Source: an optimization exercise on an open RTL-to-GDS flow (aim: small area, a short achievable clock period and few clock cycles). Production flows keep margins and buffers that such runs may drop. Only simulation tests tie the RTL to the original design; equivalence was not proved. Power is estimated from default activity; no workload was simulated.

$ cat config.mk
export PLATFORM = sky130hd
export DESIGN_NAME = data_mem_cas
export DESIGN_NICKNAME = data_mem_cas
export VERILOG_FILES = /design/flow/design.v
export SDC_FILE = /design/flow/constraint.sdc
export NUM_CORES = 4
export LEC_CHECK = 0
export CAP_MARGIN = 20
export CORE_MARGIN = 2
export CORE_UTILIZATION = 40
export SLEW_MARGIN = 20
$ cat constraint.sdc
create_clock -name core_clock -period 5.0 [get_ports {clk}]
set_input_delay 1.0000 -clock core_clock [delete_from_list [all_inputs] [get_ports {clk}]]
set_output_delay 1.0000 -clock core_clock [all_outputs]
set_load 0.01 [all_outputs]
$ cat design.v
module data_mem_cas #(
  parameter int DATA_W         = 32,
  parameter int DEPTH          = 32,
  parameter int ADDR_W         = 5,
  parameter int CLEAR_ON_RESET = 1
) (
  input  logic                  clk,
  input  logic                  rst_n,
  input  logic                  rd_en,
  input  logic [ADDR_W-1:0]     rd_addr,
  output logic [DATA_W-1:0]     rd_data,
  output logic                  rd_valid,
  input  logic                  wr_en,
  input  logic [ADDR_W-1:0]     wr_addr,
  input  logic [DATA_W/8-1:0]   wr_be,
  input  logic [DATA_W-1:0]     wr_data,
  input  logic                  cas_en,
  input  logic [ADDR_W-1:0]     cas_addr,
  output logic                  cas_done,
  output logic                  cas_swapped,
  output logic                  cas_err,
  output logic                  busy
);
  localparam int NBYTES = DATA_W / 8;
  localparam int HALF   = DEPTH / 2;
  localparam int HW     = ADDR_W - 1;
  logic              clr_reg;         
  logic [DATA_W-1:0] rd_data_reg;
  logic              rd_valid_reg;
  logic              cas_done_reg;
  logic              cas_err_reg;
  logic              p_cas;           
  logic              p_a0;            
  logic [NBYTES-1:0] p_we_e, p_we_o;  
  logic [HW-1:0]     p_ie, p_io;      
  logic [DATA_W-1:0] p_lo, p_hi;      
  logic [DATA_W-1:0] mem_e [HALF];    
  logic [DATA_W-1:0] mem_o [HALF];    
  logic              cas_acc, rd_acc, wr_acc, cas_legal, swap;
  logic [HW-1:0]     sel_e, sel_o;
  logic [NBYTES-1:0] en_e, en_o;
  logic [DATA_W-1:0] out_e, out_o, fwd_e, fwd_o, bus_e, bus_o, rd_word, rd_merged;
  assign cas_acc   = !clr_reg && cas_en;
  assign rd_acc    = !clr_reg && rd_en && !cas_en;
  assign wr_acc    = !clr_reg && wr_en && !cas_en;
  assign cas_legal = (cas_addr != ADDR_W'(DEPTH - 1));
  assign swap  = p_cas && (p_lo > p_hi);
  assign bus_e = p_a0 ? p_lo : p_hi;
  assign bus_o = p_a0 ? p_hi : p_lo;
  assign en_e  = p_we_e | {NBYTES{swap}};
  assign en_o  = p_we_o | {NBYTES{swap}};
  always_ff @(posedge clk) begin
    for (int k = 0; k < HALF; k++) begin
      for (int b = 0; b < NBYTES; b++) begin
        if (clr_reg)
          mem_e[k][b*8 +: 8] <= '0;
        else if (en_e[b] && p_ie == HW'(k))
          mem_e[k][b*8 +: 8] <= bus_e[b*8 +: 8];
        if (clr_reg)
          mem_o[k][b*8 +: 8] <= '0;
        else if (en_o[b] && p_io == HW'(k))
          mem_o[k][b*8 +: 8] <= bus_o[b*8 +: 8];
      end
    end
  end
  assign sel_e = cas_en ? (cas_addr[ADDR_W-1:1] + HW'(cas_addr[0])) : rd_addr[ADDR_W-1:1];
  assign sel_o = cas_en ? cas_addr[ADDR_W-1:1] : rd_addr[ADDR_W-1:1];
  assign out_e = mem_e[sel_e];
  assign out_o = mem_o[sel_o];
  generate
    for (genvar gi = 0; gi < NBYTES; gi++) begin : g_byte
      assign fwd_e[gi*8 +: 8] = (en_e[gi] && p_ie == sel_e) ? bus_e[gi*8 +: 8] : out_e[gi*8 +: 8];
      assign fwd_o[gi*8 +: 8] = (en_o[gi] && p_io == sel_o) ? bus_o[gi*8 +: 8] : out_o[gi*8 +: 8];
      assign rd_merged[gi*8 +: 8] = (wr_en && wr_addr == rd_addr && wr_be[gi])
                                    ? wr_data[gi*8 +: 8] : rd_word[gi*8 +: 8];
    end
  endgenerate
  assign rd_word = rd_addr[0] ? fwd_o : fwd_e;
  always_ff @(posedge clk or negedge rst_n) begin
    if (!rst_n) begin
      clr_reg      <= 1'b1;
      rd_data_reg  <= '0;
      rd_valid_reg <= 1'b0;
      cas_done_reg <= 1'b0;
      cas_err_reg  <= 1'b0;
      p_cas        <= 1'b0;
      p_we_e       <= '0;
      p_we_o       <= '0;
    end else begin
      clr_reg      <= 1'b0;
      rd_valid_reg <= rd_acc;
      cas_done_reg <= cas_acc;
      cas_err_reg  <= cas_acc && !cas_legal;
      p_cas        <= cas_acc && cas_legal;
      p_we_e       <= (wr_acc && !wr_addr[0]) ? wr_be : '0;
      p_we_o       <= (wr_acc &&  wr_addr[0]) ? wr_be : '0;
      if (rd_acc) rd_data_reg <= rd_merged;
    end
  end
  always_ff @(posedge clk) begin
    if (cas_en) begin
      p_a0 <= cas_addr[0];
      p_ie <= sel_e;
      p_io <= sel_o;
      p_lo <= cas_addr[0] ? fwd_o : fwd_e;
      p_hi <= cas_addr[0] ? fwd_e : fwd_o;
    end else begin
      p_a0 <= 1'b0;
      p_ie <= wr_addr[ADDR_W-1:1];
      p_io <= wr_addr[ADDR_W-1:1];
      p_lo <= wr_data;
      p_hi <= wr_data;
    end
  end
  assign rd_data     = rd_data_reg;
  assign rd_valid    = rd_valid_reg;
  assign cas_done    = cas_done_reg;
  assign cas_swapped = swap;
  assign cas_err     = cas_err_reg;
  assign busy        = clr_reg;
endmodule
$ cat run.sh
#!/bin/bash
# synth_recipe.tcl (not shown) runs the flow's synth.tcl, then flattens the netlist and writes it again
# the make line also repeats each setting of config.mk as NAME=value (left out here)
make -C /OpenROAD-flow-scripts/flow DESIGN_CONFIG=/design/flow/config.mk WORK_HOME=/design/flow/orfs CLKGATE_MAP_FILE= SYNTH_SCRIPT=/design/flow/synth_recipe.tcl finish
==> results of run 1 <==
layout make-up:
class	instances	area, µm²	area share [%]
antenna	5	12.5	0.0201
clock inverter	30	319	0.512
multi-input combinational	4845	27000	43.3
sequential	1142	23100	37.1
timing repair buffer	651	5710	9.17
inverter	48	180	0.289
clock buffer	200	3810	6.11
tap	1742	2180	3.50
final timing paths:
check	start	end	depth (start not counted)
worst max-delay path	p_hi[12]	cas_swapped	8
worst min-delay path	rst_n	rd_data_reg[24]	2
worst max register to register	p_hi[12]	rd_data_reg[10]	13
worst min register to register	mem_o[7][8]	mem_o[7][8]	2
max in group asynchronous	rst_n	p_we_o[2]	2
min in group core_clock	mem_o[7][8]	mem_o[7][8]	2
cells by family after synthesis:
| family | share of synthesized area (%) |
|---|---|
| compound gates | 18.1 |
| xor+xnor | 0.252 |
| fa+ha+maj | 0.841 |
| buf+inv | 4.36 |
| flops | 44.3 |
| mux | 6.01 |
| other cells | 0.00720 |
| simple gates | 26.1 |
metal layers:
layer,track usage [%],vias to the layer above
met3,9.55,952
met1,46.7,26100
li1,-,23800
met5,0,-
met4,24.0,12
met2,53.5,3704
worst reg2reg max path: stages (launching register included):
cell       delay, ns
dfxtp_1         0.38
inv_1           0.08
ha_1            0.27
nand4_1         0.18
or4_1           0.71
o2111ai_2       0.42
a31oi_4         0.14
buf_4           0.31
buf_4           0.24
o31ai_4         0.81
o221a_2         0.47
a31oi_1         0.06
buf_4           0.17
a221oi_1        0.25
through the flow:
step / utilization [%] / TNS, ns / total power, µW
4_1_cts: 48.1 / 0 / 21900
6_report: 48.2 / 0 / 22100
2_1_floorplan: - / 0 / 11000
3_3_place_gp: 44.9 / -1.09 / 12700
3_5_place_dp: 44.9 / -0.120 / 12700
5_1_grt: 48.2 / 0 / 22500
cells in the final DEF (no fill, tap or decap), types with 37 or more instances in the layout:
cell,n
a21oi_1,591
buf_12,48
o221ai_1,39
nor3_1,450
o22ai_1,37
mux2i_1,227
nand2_2,46
buf_4,511
clkbuf_8,42
a22o_1,53
o21ai_0,112
a22oi_1,131
a211oi_1,37
a31oi_1,38
clkdlybuf4s50_1,90
nor2_1,1123
mux2_2,61
nand3_1,493
nand2_1,713
inv_1,45
dfrtp_1,44
dfxtp_1,1096
and3_1,40
clkbuf_16,124
a221oi_1,58
power groups by stage:
| stage | Sequential, µW | Combinational, µW | Clock, µW |
|---|---|---|---|
| after detailed placement | 9660 | 3010 | 0 |
| after global placement | 9660 | 3000 | 0 |
| after floorplan | 9590 | 1450 | 0 |
| after CTS | 9460 | 3020 | 9460 |
| after global routing | 9480 | 3220 | 9810 |
| final | 9470 | 3170 | 9430 |
repair_timing:
action | CTS | global route
buffers inserted | 1 | 0
endpoints found under the setup margin | 1 | 1
hold buffers | 0 | 0
gates resized for setup | 0 | 1
endpoints found under the hold margin | 0 | 0
==> metrics.md, run 1 <==
| Metric | Value |
|---|---|
| Syn_nets | 6641 |
| Fill cells | 12600 |
| Post-layout min period | 4.79 ns |
| Worst-case clock buffer depth | 3 |
| Max Slew Vio Count | 0 |
| Ports | 93 |
| Worst min path class | primary input to async pin |
| Buf+Inv Stages, Crit Path | 2 |
| TritonRoute pass-1 iters | 9 |
| Number of warnings issued by yosys | 3 |
| Worst Setup Start Kind | register |
| CTS Buf Count | 121 |
| Avg Cell Area, Syn | 7.95 µm² |
| Met2 wire len | 104 mm |
| Top cells by area, synth | dfxtp_1 (42%), nor2_1 (8.2%), a21oi_1 (5.7%) |
| DRT antenna net count | 0 |
| Logic pwr share | 14.3% |
| Ys flop type | dfxtp_1 |
| CP Data Required Time | 4.00 ns |
| Cell Pwr Density | 354 nW/µm² |
| Final Skew | 0.0266 ns |
| Sw frac | 29.3% |
| Outcome | complete, no violations |
| CTS Sinks | 1142 |
| Worst path max stage delay | 0.71 ns |
| WL final | 250 mm |
| Worst path cell trace | inv_1, ha_1, nand4_1, or4_1, o2111ai_2, a31oi_4, or2_2, clkdlybuf4s50_1 |
| Std cell rows | 132 |
| Placed Area | 58100 µm² |
| Aggregate global-route resource usage | 36.3% |
| Yosys cell types | 97 |
| Max Fclk | 209 MHz |
| Die width | 365 µm |
| Synth Register Bits | 1142 |
| Met1 wire length | 95.5 mm |
| Leakage dissipation | 0.0236 µW |
| Final Hold Fails | 0 |
| Synth cell count leaders | nor2_1 (1136), dfxtp_1 (1097), nand2_1 (714) |
| Number of synthesized flops with an enable pin | 0 |
| Total Die Area | 133000 µm² |
| Gate Count Post-Synth | 6550 |
| Biggest regs | mem_e x512, mem_o x512 |
| Placement Setup Slack | -0.0429 ns |
| Clock transition at the registers of the reported paths | 0.06 ns |
| Core Area | 129000 µm² |
| Routed wire length per instance | 28.9 µm |
| CP max-delay cell | or4_1 |
| Async SR Flop Fraction | 3.94% |
| Chip Height | 365 µm |
| CTS tree | yes |
| Count leader, synth | nor2_1 |
| Setup CP Type | register to output port |
| Slew HR | 17.3% |
| Vias in the first global route | 49700 |
| Layout cell share with drive strength beyond 1 | 14.2% |
| Antenna violations before repair | 11 |
| Worst-margin pin slew | 1.24 ns |
| Top Metal Used | met5 |
| Post-route cell area | 62300 µm² |
| DRC Markers | 0 |
| Arrival @ worst endpoint | 3.79 ns |
| Max Cap Viol | 0 |
| Global placer's final weighted congestion | 1.01 |
| Switch Pwr | 6460 µW |
| Non-filler cells, final | 8663 |
| Starting Density | 40.3% |
| Largest net degree at the start of global routing | 188 |
| Area growth syn-to-layout | 19.6% |
| CP Capture Type | output port |
| Placed Instances | 8427 |
| Yosys top cell area share | 42.2% |
| Worst-path fanout max | 5 |
| Cell Area, Synth | 52100 µm² |
| Register area share after synthesis | 44.3% |
| Crit-path leading delay family | simple AND/OR/NAND/NOR gates |
| Final Hold Slack | 0.387 ns |
| Final worst setup slack | 0.211 ns |
| First-pass GRT wire length | 355 mm |
| Overflow after GRT | 0 |
| Vias per cell | 6.30 |
| Clock power share | 42.7% |
| Final nets | 6900 |
| Part of the power in registers | 42.9% |
| R2R setup slack | 0.41 ns |
| H-tree depth | 3 |
| Unrepaired setup endpoints after global routing | false |
| Final setup fails | 0 |
| Clock root buffer | clkbuf_16 |
| DR WL met3 | 30.2 mm |
| Worst vdd ir | 0.000280 V |
| Tcrit/Tclk final | 95.8% |
| Hpwl dp | 175 mm |
| Clock Latency Late Sink | 0.78 ns |
| Synth area leader | dfxtp_1 |
| Internal | 15600 µW |
| Vias | 54500 |
| Port buffer count | 92 |
| Starting DRT DRC Count | 8451 |
Testbench counts, summed over its fixed seeds: cycles 4,488.
==> run 2: changes to the inputs <==
--- a/design.v
+++ b/design.v
@@ -39,38 +39,51 @@
   logic              cas_acc, rd_acc, wr_acc, cas_legal, swap;
   logic [HW-1:0]     sel_e, sel_o;
   logic [NBYTES-1:0] en_e, en_o;
-  logic [DATA_W-1:0] out_e, out_o, fwd_e, fwd_o, bus_e, bus_o, rd_word, rd_merged;
+  logic [HALF-1:0]   oh_e, oh_o;
+  logic              gt;
+  logic [DATA_W-1:0] out_e, out_o, fwd_e, fwd_o, bus_e, bus_o, wb_e, wb_o, rd_word, rd_merged;
   assign cas_acc   = !clr_reg && cas_en;
   assign rd_acc    = !clr_reg && rd_en && !cas_en;
   assign wr_acc    = !clr_reg && wr_en && !cas_en;
   assign cas_legal = (cas_addr != ADDR_W'(DEPTH - 1));
-  assign swap  = p_cas && (p_lo > p_hi);
+  cmp_gt #(.W(DATA_W)) u_cmp (.a(p_lo), .b(p_hi), .gt(gt));
+  assign swap  = p_cas && gt;
   assign bus_e = p_a0 ? p_lo : p_hi;
   assign bus_o = p_a0 ? p_hi : p_lo;
+  assign wb_e  = clr_reg ? '0 : bus_e;
+  assign wb_o  = clr_reg ? '0 : bus_o;
   assign en_e  = p_we_e | {NBYTES{swap}};
   assign en_o  = p_we_o | {NBYTES{swap}};
   always_ff @(posedge clk) begin
     for (int k = 0; k < HALF; k++) begin
       for (int b = 0; b < NBYTES; b++) begin
-        if (clr_reg)
-          mem_e[k][b*8 +: 8] <= '0;
-        else if (en_e[b] && p_ie == HW'(k))
-          mem_e[k][b*8 +: 8] <= bus_e[b*8 +: 8];
-        if (clr_reg)
-          mem_o[k][b*8 +: 8] <= '0;
-        else if (en_o[b] && p_io == HW'(k))
-          mem_o[k][b*8 +: 8] <= bus_o[b*8 +: 8];
+        if (clr_reg || (en_e[b] && p_ie == HW'(k)))
+          mem_e[k][b*8 +: 8] <= wb_e[b*8 +: 8];
+        if (clr_reg || (en_o[b] && p_io == HW'(k)))
+          mem_o[k][b*8 +: 8] <= wb_o[b*8 +: 8];
       end
     end
   end
   assign sel_e = cas_en ? (cas_addr[ADDR_W-1:1] + HW'(cas_addr[0])) : rd_addr[ADDR_W-1:1];
   assign sel_o = cas_en ? cas_addr[ADDR_W-1:1] : rd_addr[ADDR_W-1:1];
-  assign out_e = mem_e[sel_e];
-  assign out_o = mem_o[sel_o];
+  always_comb begin
+    for (int k = 0; k < HALF; k++) begin
+      oh_e[k] = cas_en ? ((cas_addr[ADDR_W-1:1] == HW'(k)) && !cas_addr[0]) ||
+                         ((cas_addr[ADDR_W-1:1] == HW'(k-1)) && cas_addr[0] && k != 0)
+                       : (rd_addr[ADDR_W-1:1] == HW'(k));
+      oh_o[k] = cas_en ? (cas_addr[ADDR_W-1:1] == HW'(k)) : (rd_addr[ADDR_W-1:1] == HW'(k));
+    end
+    out_e = '0;
+    out_o = '0;
+    for (int k = 0; k < HALF; k++) begin
+      out_e = out_e | (mem_e[k] & {DATA_W{oh_e[k]}});
+      out_o = out_o | (mem_o[k] & {DATA_W{oh_o[k]}});
+    end
+  end
   generate
     for (genvar gi = 0; gi < NBYTES; gi++) begin : g_byte
-      assign fwd_e[gi*8 +: 8] = (en_e[gi] && p_ie == sel_e) ? bus_e[gi*8 +: 8] : out_e[gi*8 +: 8];
-      assign fwd_o[gi*8 +: 8] = (en_o[gi] && p_io == sel_o) ? bus_o[gi*8 +: 8] : out_o[gi*8 +: 8];
+      assign fwd_e[gi*8 +: 8] = (en_e[gi] && oh_e[p_ie]) ? bus_e[gi*8 +: 8] : out_e[gi*8 +: 8];
+      assign fwd_o[gi*8 +: 8] = (en_o[gi] && oh_o[p_io]) ? bus_o[gi*8 +: 8] : out_o[gi*8 +: 8];
       assign rd_merged[gi*8 +: 8] = (wr_en && wr_addr == rd_addr && wr_be[gi])
                                     ? wr_data[gi*8 +: 8] : rd_word[gi*8 +: 8];
     end
@@ -119,3 +132,29 @@
   assign cas_err     = cas_err_reg;
   assign busy        = clr_reg;
 endmodule
+module cmp_gt #(
+  parameter int W = 32
+) (
+  input  logic [W-1:0] a,
+  input  logic [W-1:0] b,
+  output logic         gt
+);
+  localparam int L = 5;   
+  logic [W-1:0] g [L+1];
+  logic [W-1:0] l [L+1];
+  always_comb begin
+    for (int j = 0; j <= L; j++) begin
+      g[j] = '0;
+      l[j] = '0;
+    end
+    g[0] = a & ~b;
+    l[0] = ~a & b;
+    for (int j = 1; j <= L; j++) begin
+      for (int i = 0; i < (W >> j); i++) begin
+        g[j][i] = g[j-1][2*i+1] | (!l[j-1][2*i+1] && g[j-1][2*i]);
+        l[j][i] = l[j-1][2*i+1] | (!g[j-1][2*i+1] && l[j-1][2*i]);
+      end
+    end
+    gt = g[L][0];
+  end
+endmodule
--- a/config.mk
+++ b/config.mk
@@ -8,4 +8,8 @@
 export CAP_MARGIN = 20
 export CORE_MARGIN = 2
 export CORE_UTILIZATION = 40
+export CTS_CLUSTER_DIAMETER = 60
+export CTS_CLUSTER_SIZE = 30
+export SETUP_SLACK_MARGIN = 1.2
 export SLEW_MARGIN = 20
+export TNS_END_PERCENT = 0
==> run 2 against run 1 <==
Net effect: still clean; sequential power increased by 28%; sequential cell count did not move; sequential share of layout area up 27 points; clock skew grew 0.0086 ns; critical path depth grew 4; area after synthesis decreased by 13%; critical endpoint is now rd_data_reg[31].
==> metrics.md, run 2 <==
| Metric | Value |
|---|---|
| Outcome | complete, no violations |
| CTS tree | yes |
| Internal | 15600 µW |
| Tcrit/Tclk final | 78.3% |
| Final Hold Fails | 0 |
| Worst-case reg-to-reg path depth | 11 |
| WL final | 149 mm |
| Worst Setup Start Kind | primary input |
| Placement Setup Slack | 0.290 ns |
| Logic pwr share | 12.8% |
| Setup CP Type | primary input to register |
| Std cell rows | 123 |
| Largest net degree at the start of global routing | 69 |
| Final Total Pwr | 21700 µW |
| Worst vdd ir | 0.000329 V |
| Worst-margin pin slew | 1.15 ns |
| Crit path to | rd_data_reg[31] |
| Number of synthesized flops with an enable pin | 1024 |
| Vias | 29900 |
| TritonRoute pass-1 iters | 7 |
| Final worst setup slack | 1.08 ns |
| Final nets | 3128 |
| Total Die Area | 117000 µm² |
| Max Slew Vio Count | 0 |
| Starting Density | 40.4% |
| Clock Latency Late Sink | 0.69 ns |
| Port buffer count | 92 |
| Synth Register Bits | 1142 |
| Count leader, synth | edfxtp_1 |
| Final Skew | 0.0352 ns |
| Commonest non-fill, non-tap cell in the layout | edfxtp_1 |
| Fin util | 46.4% |
| Max Cap Viol | 0 |
| Cell Area, Synth | 45500 µm² |
| Vias in the first global route | 28700 |
| Async SR Flop Fraction | 3.94% |
| Cell Pwr Density | 415 nW/µm² |
| Chip Height | 341 µm |
| First-pass GRT wire length | 212 mm |
| Critical Path Source | cas_addr[4] |
| Aggregate global-route resource usage | 25.2% |
| DRT antenna net count | 0 |
| CP Data Required Time | 5.52 ns |
| Synth cell count leaders | edfxtp_1 (1024), a22oi_1 (319), clkbuf_1 (164) |
| Global placer's final weighted congestion | 0.935 |
| Antenna violations before repair | 7 |
| CTS Sinks | 1142 |
| Syn_nets | 2997 |
| Sw frac | 27.9% |
| Ports | 93 |
| Overflow after GRT | 0 |
| Final setup fails | 0 |
| Area growth syn-to-layout | 14.7% |
| Clock root buffer | clkbuf_16 |
| Hpwl dp | 96.8 mm |
| FF-to-FF Start | p_hi[10] |
| Reg2reg end | mem_e[4][8] |
| R2R setup slack | 1.29 ns |
| Layout cell share with drive strength beyond 1 | 14.3% |
| Max Fclk | 255 MHz |
| Worst-path fanout max | 21 |
| Area occupied by multi-input gates | 11800 µm² |
| Clock transition at the registers of the reported paths | 0.09 ns |
| Register area share after synthesis | 73.2% |
| Arrival @ worst endpoint | 4.44 ns |
| Fill cells | 9674 |
| DRC Markers | 0 |
| Ys flop type | edfxtp_1 |
| H-tree depth | 3 |
| Switch Pwr | 6040 µW |
| Seq. cell area | 33400 µm² |
| Die width | 341 µm |
| Final Hold Slack | 0.476 ns |
| Synth area leader | edfxtp_1 |
| Biggest regs | mem_e x512, mem_o x512 |
| Worst min path class | primary input to async pin |
| Unrepaired setup endpoints after global routing | true |
| Setup_tns | 0 ns |
| Slew HR | 23.1% |
| Hold buffers post-CTS | 0 |
| Avg Cell Area, Syn | 15.5 µm² |
| Routed wire length per instance | 32.3 µm |
| Core Area | 113000 µm² |
| CTS Buf Count | 72 |
| Yosys cell types | 78 |
| Vias per cell | 6.46 |
| CP Capture Type | register |
| Leakage dissipation | 0.0179 µW |
| Yosys top cell area share | 67.5% |
| Top cells by area, synth | edfxtp_1 (68%), a22oi_1 (5.3%), dfxtp_1 (3.2%) |
| Worst-case clock buffer depth | 3 |
| Number of warnings issued by yosys | 6 |
| Starting DRT DRC Count | 4773 |
| Part of the power in registers | 55.8% |
| Post-layout min period | 3.92 ns |
| Clock power share | 31.4% |
| Gate Count Post-Synth | 2938 |
| Most frequent cells in the layout | edfxtp_1 (1024), a22oi_1 (319), buf_4 (152), nor2_1 (124), nand2_1 (87) |
run 2: changes by cell type after synthesis, sizes merged, moves of 69 or more:
cell    before   now
dfxtp     1097    73
edfxtp       0  1024
nor2      1140   141
nand2      759    87
a21oi      595    11
nor3       478    14
nand3      493    61
clkbuf     385   164
a22oi      134   319
mux2i      230    69
o21ai      148    43
buf        130    42
o211ai      16    85
run 2: cells by family (layout without fill, tap and decap cells):
kind of cell,count (synthesis),after routing,share of synthesized area [%]
muxes,107,107,2.46
adders and majority gates,22,22,0.522
and+or+nand+nor,482,482,5.36
xor gates and xnor gates,8,8,0.154
buffers and inverters,242,431,2.10
other,1,3,0.00823
AOI/OAI and AO/OA,934,934,16.2
DFF,1142,1142,73.2
run 2: power by group through the flow:
stage	combinational, µW	sequential, µW	clock, µW
final	2770	12100	6800
after CTS	2690	12100	6860
after floorplan	1410	12100	0
after global routing	2920	12200	7190
after global placement	2560	12200	0
after detailed placement	2630	12300	0
run 2: worst max-delay path, stage by stage:
cell and delay (ns):
clkdlybuf4s50_1 0.71, buf_4 0.23, nand2b_1 0.19, a21oi_1 0.08
a2bb2o_1 0.33, buf_4 0.30, buf_4 0.27, a222oi_1 0.53
nand3_1 0.12, nor2_1 0.29, mux2_2 0.26, o221ai_1 0.11
run 2: timing repair:
| action | CTS | global route |
|---|---|---|
| endpoints found under the setup margin | 1116 | 96 |
| pin swaps | 6 | 4 |
| setup buffers | 6 | 3 |
| gates resized for setup | 24 | 18 |
run 2: worst min-delay path by stage:
stage / start / to / slack, ns / depth (start not counted)
after global routing: rst_n / rd_valid_reg / 0.52 / 2
after global placement: rd_data_reg[23] / rd_data_reg[23] / 0.53 / 2
after detailed placement: rd_data_reg[23] / rd_data_reg[23] / 0.52 / 2
after floorplan: rd_data_reg[0] / rd_data_reg[0] / 0.56 / 2
after CTS: rst_n / rd_data_reg[22] / 0.48 / 2
final: rst_n / rd_valid_reg / 0.48 / 2
run 2: layout make-up:
| cell class | instances | share of cell area [%] |
|---|---|---|
| Antenna cell | 2 | 0.00958 |
| Clock inverter | 57 | 1.55 |
| Clock buffer | 75 | 3.51 |
| Tap cell | 1500 | 3.59 |
| Sequential cell | 1142 | 63.9 |
| Inverter | 36 | 0.259 |
| Multi-Input combinational cell | 1554 | 22.6 |
| Timing Repair Buffer | 263 | 4.64 |
run 2: stage by stage:
stage	instance area (µm²)	std cells
floorplan	45500	2938
global placement	49300	4483
detailed placement	49300	4485
CTS	52100	4623
global route	52200	4627
finish	52200	4629
run 2: metal layers:
metal	track usage [%]	routed length, µm	vias up
met3	5.59	16000	253
met2	38.4	67500	1775
met4	7.56	4760	8
met5	0	55	-
li1	-	-	12500
met1	36.1	61200	15400
Testbench counts of run 2, summed over its fixed seeds: cycles 4,488.
==> run 3: changes to the inputs <==
--- a/config.mk
+++ b/config.mk
@@ -7,7 +7,7 @@
 export LEC_CHECK = 0
 export CAP_MARGIN = 20
 export CORE_MARGIN = 2
-export CORE_UTILIZATION = 40
+export CORE_UTILIZATION = 75
 export CTS_CLUSTER_DIAMETER = 60
 export CTS_CLUSTER_SIZE = 30
 export SETUP_SLACK_MARGIN = 1.2
==> run 3 against run 2 <==
Net effect: still clean; critical path depth fell by 5; first-iteration DRC count rose by 21%; area after synthesis did not move; combinational power fell by 5%; sequential power barely moved; cell count fell by 17%; wire length fell by 8.6%; fmax rose by 1.5%; non-clock buffer count fell by 36; utilization rose by 37 points; critical path type is now register to output port; largest cell class unchanged; highest routed layer unchanged.
==> metrics.md, run 3 <==
| Metric | Value |
|---|---|
| Cell Pwr Density | 403 nW/µm² |
| Tcrit/Tclk final | 77.2% |
| Leakage dissipation | 0.0173 µW |
| Clock transition at the registers of the reported paths | 0.11 ns |
| Crit path to | cas_swapped |
| Worst-margin pin slew | 1.27 ns |
| WL final | 137 mm |
| Setup CP Type | register to output port |
| Final setup fails | 0 |
| Global route hottest layer | met2 |
| Final Hold Fails | 0 |
| R2R setup slack | 1.29 ns |
| Worst min path class | primary input to async pin |
| Chip Height | 250 µm |
| Syn_nets | 2997 |
| Vias | 30800 |
| Vias in the first global route | 29700 |
| FF-to-FF Start | p_hi[16] |
| Commonest non-fill, non-tap cell in the layout | edfxtp_1 |
| First-pass GRT wire length | 198 mm |
| Antenna violations before repair | 4 |
| Layout cell share with drive strength beyond 1 | 11.8% |
| Cell Area, Synth | 45500 µm² |
| Starting DRT DRC Count | 5785 |
| Max Slew Vio Count | 0 |
| Hold buffers post-CTS | 0 |
| Gate Count Post-Synth | 2938 |
| Synth cell count leaders | edfxtp_1 (1024), a22oi_1 (319), clkbuf_1 (164) |
| Final Skew | 0.0450 ns |
| Post-route cell area | 50000 µm² |
| TritonRoute pass-1 iters | 9 |
| Async SR Flop Fraction | 3.94% |
| Worst vdd ir | 0.000504 V |
| CP Data Required Time | 4.00 ns |
| Reg2reg end | mem_e[7][30] |
| Ports | 93 |
| CTS Buf Count | 53 |
| CP Capture Type | output port |
| Port buffer count | 92 |
| Std cell rows | 90 |
| Met3 Use GR | 11.2% |
| Worst Setup Start Kind | register |
| Number of warnings issued by yosys | 6 |
| Slew HR | 15.1% |
| Setup_tns | 0 ns |
| Seq. cell area | 33400 µm² |
| Starting Density | 75.6% |
| Area occupied by multi-input gates | 11700 µm² |
| Global placer's final weighted congestion | 0.978 |
| Overflow after GRT | 0 |
| Die width | 250 µm |
| Worst-case reg-to-reg path depth | 10 |
| Hpwl dp | 84.2 mm |
| Unrepaired setup endpoints after global routing | true |
| DRC Markers | 0 |
| Ys flop type | edfxtp_1 |
| Met2 Resource Use GR | 66.7% |
| DRT antenna net count | 0 |
| Top cells by area, synth | edfxtp_1 (68%), a22oi_1 (5.3%), dfxtp_1 (3.2%) |
| Critical Path Source | p_hi[16] |
| Placed Area | 48000 µm² |
| Yosys cell types | 78 |
| Count leader, synth | edfxtp_1 |
| Core Area | 60200 µm² |
| CTS Sinks | 1142 |
| Clock root buffer | clkbuf_16 |
| Clock Latency Late Sink | 0.68 ns |
| CTS tree | yes |
| Yosys top cell area share | 67.5% |
| Routed wire length per instance | 35.6 µm |
| Most frequent cells in the layout | edfxtp_1 (1024), a22oi_1 (319), nor2_1 (135), buf_4 (128), clkdlybuf4s50_1 (87) |
| Register area share after synthesis | 73.2% |
| Number of synthesized flops with an enable pin | 1024 |
| Outcome | complete, no violations |
| Arrival @ worst endpoint | 2.86 ns |
| Worst-path fanout max | 4 |
| Final nets | 3073 |
| Post-layout min period | 3.86 ns |
| Max Fclk | 259 MHz |
| Worst-case clock buffer depth | 3 |
| Total Die Area | 62700 µm² |
| Aggregate global-route resource usage | 43.6% |
| Avg Cell Area, Syn | 15.5 µm² |
| Max Cap Viol | 0 |
| Vias per cell | 8.03 |
| Biggest regs | mem_e x512, mem_o x512 |
| H-tree depth | 2 |
| Synth Register Bits | 1142 |
| Area growth syn-to-layout | 9.81% |
| Global-route track usage on met1 | 59.3% |
| Fill cells | 2769 |
| Synth area leader | edfxtp_1 |
| Largest net degree at the start of global routing | 100 |
==> run 3: timing repair <==
item | in CTS | in global routing
gates resized for setup | 24 | 9
hold endpoints to repair | 0 | 0
endpoints found under the setup margin | 1115 | 422
buffers inserted | 1 | 3
pin swaps | 4 | 1
==> run 3: area by class of cell <==
cell class / instances / area share [%]
flip-flops and latches: 1142 / 66.7
multi-input cells: 1554 / 23.4
repair buffers: 227 / 4.01
clock buffers: 61 / 2.80
well taps: 782 / 1.96
clock inverters: 33 / 0.856
inverters: 36 / 0.270
diodes: 2 / 0.0100
==> run 3: kinds of logic (layout without fill, tap and decap cells) <==
family	after synthesis	after routing	share of synthesized area, %
flip-flops	1142	1142	73.2
adder cells (fa/ha/maj)	22	22	0.522
multiplexers	107	107	2.46
buffers and inverters	242	357	2.10
AO/OA/AOI/OAI	934	934	16.2
XOR/XNOR	8	8	0.154
AND/OR/NAND/NOR	482	482	5.36
other	1	3	0.00823
==> run 3: worst max-delay path, stage by stage, from the launching register on <==
cell      delay, ns
dfxtp_4        0.38
nor2b_1        0.13
maj3_2         0.32
o21ai_2        0.13
or4b_4         0.50
a211oi_4       0.32
o311a_4        0.26
buf_2          0.15
==> run 3: how the worst min path moves through the flow <==
stage               startpoint         endpoint  cells after the start
3_5_place_dp   rd_data_reg[16]  rd_data_reg[16]                      2
3_3_place_gp   rd_data_reg[19]  rd_data_reg[19]                      2
5_1_grt                  rst_n  rd_data_reg[17]                      2
4_1_cts                  rst_n  rd_data_reg[17]                      2
6_report                 rst_n  rd_data_reg[17]                      2
2_1_floorplan   rd_data_reg[0]   rd_data_reg[0]                      2
==> run 3: power breakdown <==
part / leakage, µW / switching (µW) / internal, µW
combinational: 0.00469 / 1780 / 854
sequential: 0.0117 / 528 / 11600
clock: 0.000887 / 3120 / 2260
total: 0.0173 / 5420 / 14700
==> run 3: layer usage <==
layer	vias to the layer above	part of all wire [%]
met5	-	0.0081
met4	2	6.1
met3	532	16
met2	3226	45
met1	14700	33
li1	12300	-
==> run 3: through the flow <==
| step | total power (µW) | hold slack [ns] | utilization (%) | cells | worst slack (ns) |
|---|---|---|---|---|---|
| after floorplan | 13500 | 0.561 | - | 2938 | 1.36 |
| after global placement | 14600 | 0.523 | 79.7 | 3737 | 0.492 |
| after detailed placement | 14700 | 0.522 | 79.7 | 3737 | 0.475 |
| after CTS | 19900 | 0.438 | 82.8 | 3832 | 1.12 |
| after global routing | 20500 | 0.483 | 83.0 | 3836 | 1.03 |
| final | 20100 | 0.426 | 83.0 | 3837 | 1.14 |
==> run 4: changes to the inputs <==
==> flow/run.sh (new file) <==
#!/bin/bash
set -euo pipefail
bash standard.sh synth > synth.log 2>&1
bash standard.sh MATCH_CELL_FOOTPRINT=0 'BUFFER_PORTS_ARGS=-buffer_cell sky130_fd_sc_hd__buf_4' \
  finish > layout.log 2>&1
==> standard.sh (new file) <==
#!/bin/bash
# synth_recipe.tcl (not shown) runs the flow's synth.tcl, then flattens the netlist and writes it again
# the make line also repeats each setting of config.mk as NAME=value (left out here)
make -C /OpenROAD-flow-scripts/flow DESIGN_CONFIG=/design/flow/config.mk WORK_HOME=/design/flow/orfs CLKGATE_MAP_FILE= SYNTH_SCRIPT=/design/flow/synth_recipe.tcl "${@:-finish}"
removed: run.sh
==> run 4 against run 3 <==
Net effect: non-clock buffer count shrank 20; synthesized cell count is the same; combinational power shrank 3%; clock skew grew 0.012 ns; area after synthesis is the same; sequential power is essentially flat; power shrank 0.46%; sequential cell count is the same; first-iteration DRC count grew 1.7%; utilization shrank 0.76 points.
==> metrics.md, run 4 <==
| Metric | Value |
|---|---|
| Hpwl dp | 83.8 mm |
| Crit path to | cas_swapped |
| Synth Register Bits | 1142 |
| CP max-delay cell | or4b_4 |
| Worst-margin pin slew | 1.16 ns |
| Part of the power in registers | 60.4% |
| Worst-path fanout max | 4 |
| Worst path max stage delay | 0.49 ns |
| Max Slew Vio Count | 0 |
| Top cells by area, synth | edfxtp_1 (68%), a22oi_1 (5.3%), dfxtp_1 (3.2%) |
| Setup CP Type | register to output port |
| Outcome | complete, no violations |
| Worst Setup Start Kind | register |
| Number of synthesized flops with an enable pin | 1024 |
| Worst-case clock buffer depth | 3 |
| CP Data Required Time | 4.00 ns |
| Clock Latency Late Sink | 0.68 ns |
| Total Die Area | 62700 µm² |
| Vias | 30400 |
| Antenna violations before repair | 7 |
| H-tree depth | 2 |
| Clock transition at the registers of the reported paths | 0.10 ns |
| Unrepaired setup endpoints after global routing | true |
| Final Hold Fails | 0 |
| First-pass GRT wire length | 192 mm |
| Setup_tns | 0 ns |
| Final Skew | 0.0568 ns |
| Clock root buffer | clkbuf_16 |
| Area growth syn-to-layout | 8.80% |
| Post-layout min period | 3.81 ns |
| Ys flop type | edfxtp_1 |
| DRT antenna net count | 0 |
| Gate Count Post-Synth | 2938 |
| Register area share after synthesis | 73.2% |
| Commonest non-fill, non-tap cell in the layout | edfxtp_1 |
| FF-to-FF Start | p_lo[28] |
| Async SR Flop Fraction | 3.94% |
| Chip Height | 250 µm |
| Arrival @ worst endpoint | 2.81 ns |
| Logic pwr share | 12.6% |
| Worst-case reg-to-reg path depth | 11 |
| Max Fclk | 262 MHz |
| Switch Pwr | 5350 µW |
| Starting DRT DRC Count | 5883 |
| Biggest regs | mem_e x512, mem_o x512 |
| WL final | 133 mm |
| Die width | 250 µm |
| Ports | 93 |
| Slew HR | 22.2% |
| Core Area | 60200 µm² |
| Final Total Pwr | 20000 µW |
| CTS tree | yes |
| Worst vdd ir | 0.000440 V |
| Std cell rows | 90 |
| Tcrit/Tclk final | 76.3% |
| Synth area leader | edfxtp_1 |
| Most frequent cells in the layout | edfxtp_1 (1024), a22oi_1 (319), buf_4 (205), nor2_1 (135), nand2_1 (87) |
| Global placer's final weighted congestion | 0.976 |
| Yosys cell types | 78 |
| Routed wire length per instance | 34.7 µm |
| Final nets | 3053 |
| CTS Buf Count | 53 |
| Sw frac | 26.7% |
| Worst path cell trace | nor2b_1, maj3_2, o21ai_2, or4b_4, a211oi_2, o311a_4, buf_6 |
| TritonRoute pass-1 iters | 14 |
| Number of warnings issued by yosys | 6 |
| Cell Area, Synth | 45500 µm² |
| Final setup fails | 0 |
| Reg2reg end | mem_e[13][31] |
| Clock power share | 27.0% |
| Aggregate global-route resource usage | 42.3% |
| Leakage dissipation | 0.0172 µW |
| R2R setup slack | 1.32 ns |
| Vias per cell | 7.96 |
| Count leader, synth | edfxtp_1 |
| Overflow after GRT | 0 |
| Largest net degree at the start of global routing | 102 |
| Syn_nets | 2997 |
| Vias in the first global route | 29100 |
| Starting Density | 75.6% |
| Avg Cell Area, Syn | 15.5 µm² |
| Fill cells | 2927 |
| Port buffer count | 92 |
| Critical Path Source | p_hi[16] |
| Cell Pwr Density | 405 nW/µm² |
| CTS Sinks | 1142 |
| Yosys top cell area share | 67.5% |
| Worst min path class | primary input to async pin |
| DRC Markers | 0 |
| Max Cap Viol | 0 |
| CP Capture Type | output port |
| Synth cell count leaders | edfxtp_1 (1024), a22oi_1 (319), clkbuf_1 (164) |
| Layout cell share with drive strength beyond 1 | 13.6% |
| Internal | 14700 µW |
run 4: metrics by stage:
stage                     cells  area, µm²  utilization, %  hold WS, ns  setup WS [ns]
final                      3820      49600            82.2        0.351           1.19
after global routing       3817      49500            82.2        0.379           1.10
after CTS                  3813      49500            82.1        0.361           1.20
after detailed placement   3715      47600            78.9        0.521          0.649
after global placement     3715      47600            78.9        0.512          0.720
after floorplan            2938      45500               -        0.561           1.36
run 4: cell type report:
type | count | area [µm²] | area share [%]
antenna | 3 | 7.51 | 0.0152
clock buffer | 66 | 1440 | 2.90
clock inverter | 30 | 415 | 0.838
multi-input combinational | 1554 | 11700 | 23.5
timing repair buffer | 207 | 1570 | 3.17
inverter | 36 | 135 | 0.273
sequential | 1142 | 33300 | 67.3
tap | 782 | 978 | 1.97
run 4: kinds of logic (layout without fill, tap and decap cells):
family | after synthesis | after routing | synth area share, %
DFF | 1142 | 1142 | 73.2
AOI/OAI and AO/OA | 934 | 934 | 16.2
and+or+nand+nor | 482 | 482 | 5.36
buffers and inverters | 242 | 339 | 2.10
muxes | 107 | 107 | 2.46
adders and majority gates | 22 | 22 | 0.522
xor gates and xnor gates | 8 | 8 | 0.154
other | 1 | 4 | 0.00823
run 4: per-layer routing:
layer / track usage (%) / part of all wire [%]
met5: 0 / 0.052
met4: 18.2 / 5.3
met3: 9.84 / 15
met2: 65.4 / 46
met1: 58.9 / 33
run 4: worst min-delay path by stage:
stage	end	cells past startpoint
finish	rd_data_reg[17]	1
detailed placement	rd_data_reg[30]	2
floorplan	rd_data_reg[0]	2
global route	rd_data_reg[17]	1
global placement	rd_data_reg[25]	2
CTS	rd_data_reg[17]	1
run 4: power groups by stage:
stage	sequential, µW	clock [µW]	combinational, µW
after floorplan	12100	0	1410
after global placement	12200	0	2310
after detailed placement	12300	0	2390
after CTS	12100	5360	2440
after global routing	12200	5660	2650
final	12100	5410	2540
run 4: worst max-delay path: cells and delay by family, from the launching register on:
kind | cells | cell delay, ns
flip-flops | 1 | 0.38
AO/OA/AOI/OAI | 3 | 0.67
adder cells (fa/ha/maj) | 1 | 0.32
buffers and inverters | 1 | 0.13
AND/OR/NAND/NOR | 2 | 0.65
run 4: what timing repair did:
| item | in CTS | in global routing |
|---|---|---|
| resized for setup | 15 | 1 |
| pin swaps | 7 | 0 |
| hold buffers | 0 | 0 |
| setup buffers | 2 | 0 |
| endpoints found under the setup margin | 72 | 28 |

[separate check: timing with driven ports]
How much do the figures lean on ideal ports? The routed layouts below were timed once more, with nothing changed but the port constraints. Step 1 (the two cells are an assumption about what drives the block):
set clk [get_ports {clk}]
set_driving_cell -lib_cell sky130_fd_sc_hd__clkbuf_16 $clk
set_driving_cell -lib_cell sky130_fd_sc_hd__buf_2 [delete_from_list [all_inputs] $clk]
Step 2 moves the port delays by t, midway between the first and last clock arrival at a register: inputs arrive t later, outputs are due t later. That takes back most of the time a late clock gives input paths. Slacks: ideal / step 1 / step 2; pairs: ideal / step 1.
run | shift t [ns] | setup WS [ns] | worst hold slack (ns) | worst register clock-pin slew, ns | cell pins on the clock port's net
run 1 | 0.850 | 0.211 / 0.131 / -0.205 | 0.387 / 0.330 / 0.453 | 0.07 / 0.07 | 1
run 2 | 0.738 | 1.083 / 1.059 / 0.321 | 0.476 / 0.428 / 0.537 | 0.11 / 0.11 | 1
run 3 | 0.724 | 1.140 / 1.072 / 0.463 | 0.426 / 0.382 / 0.545 | 0.11 / 0.11 | 1
run 4 | 0.721 | 1.187 / 1.121 / 0.632 | 0.351 / 0.312 / 0.554 | 0.11 / 0.11 | 1
With both steps, setup timing fails in run 1, where it was met with ideal ports. For run 2, which loses most, drivers alone change the setup slack by -0.024 ns; drivers and shift together by -0.762 ns.
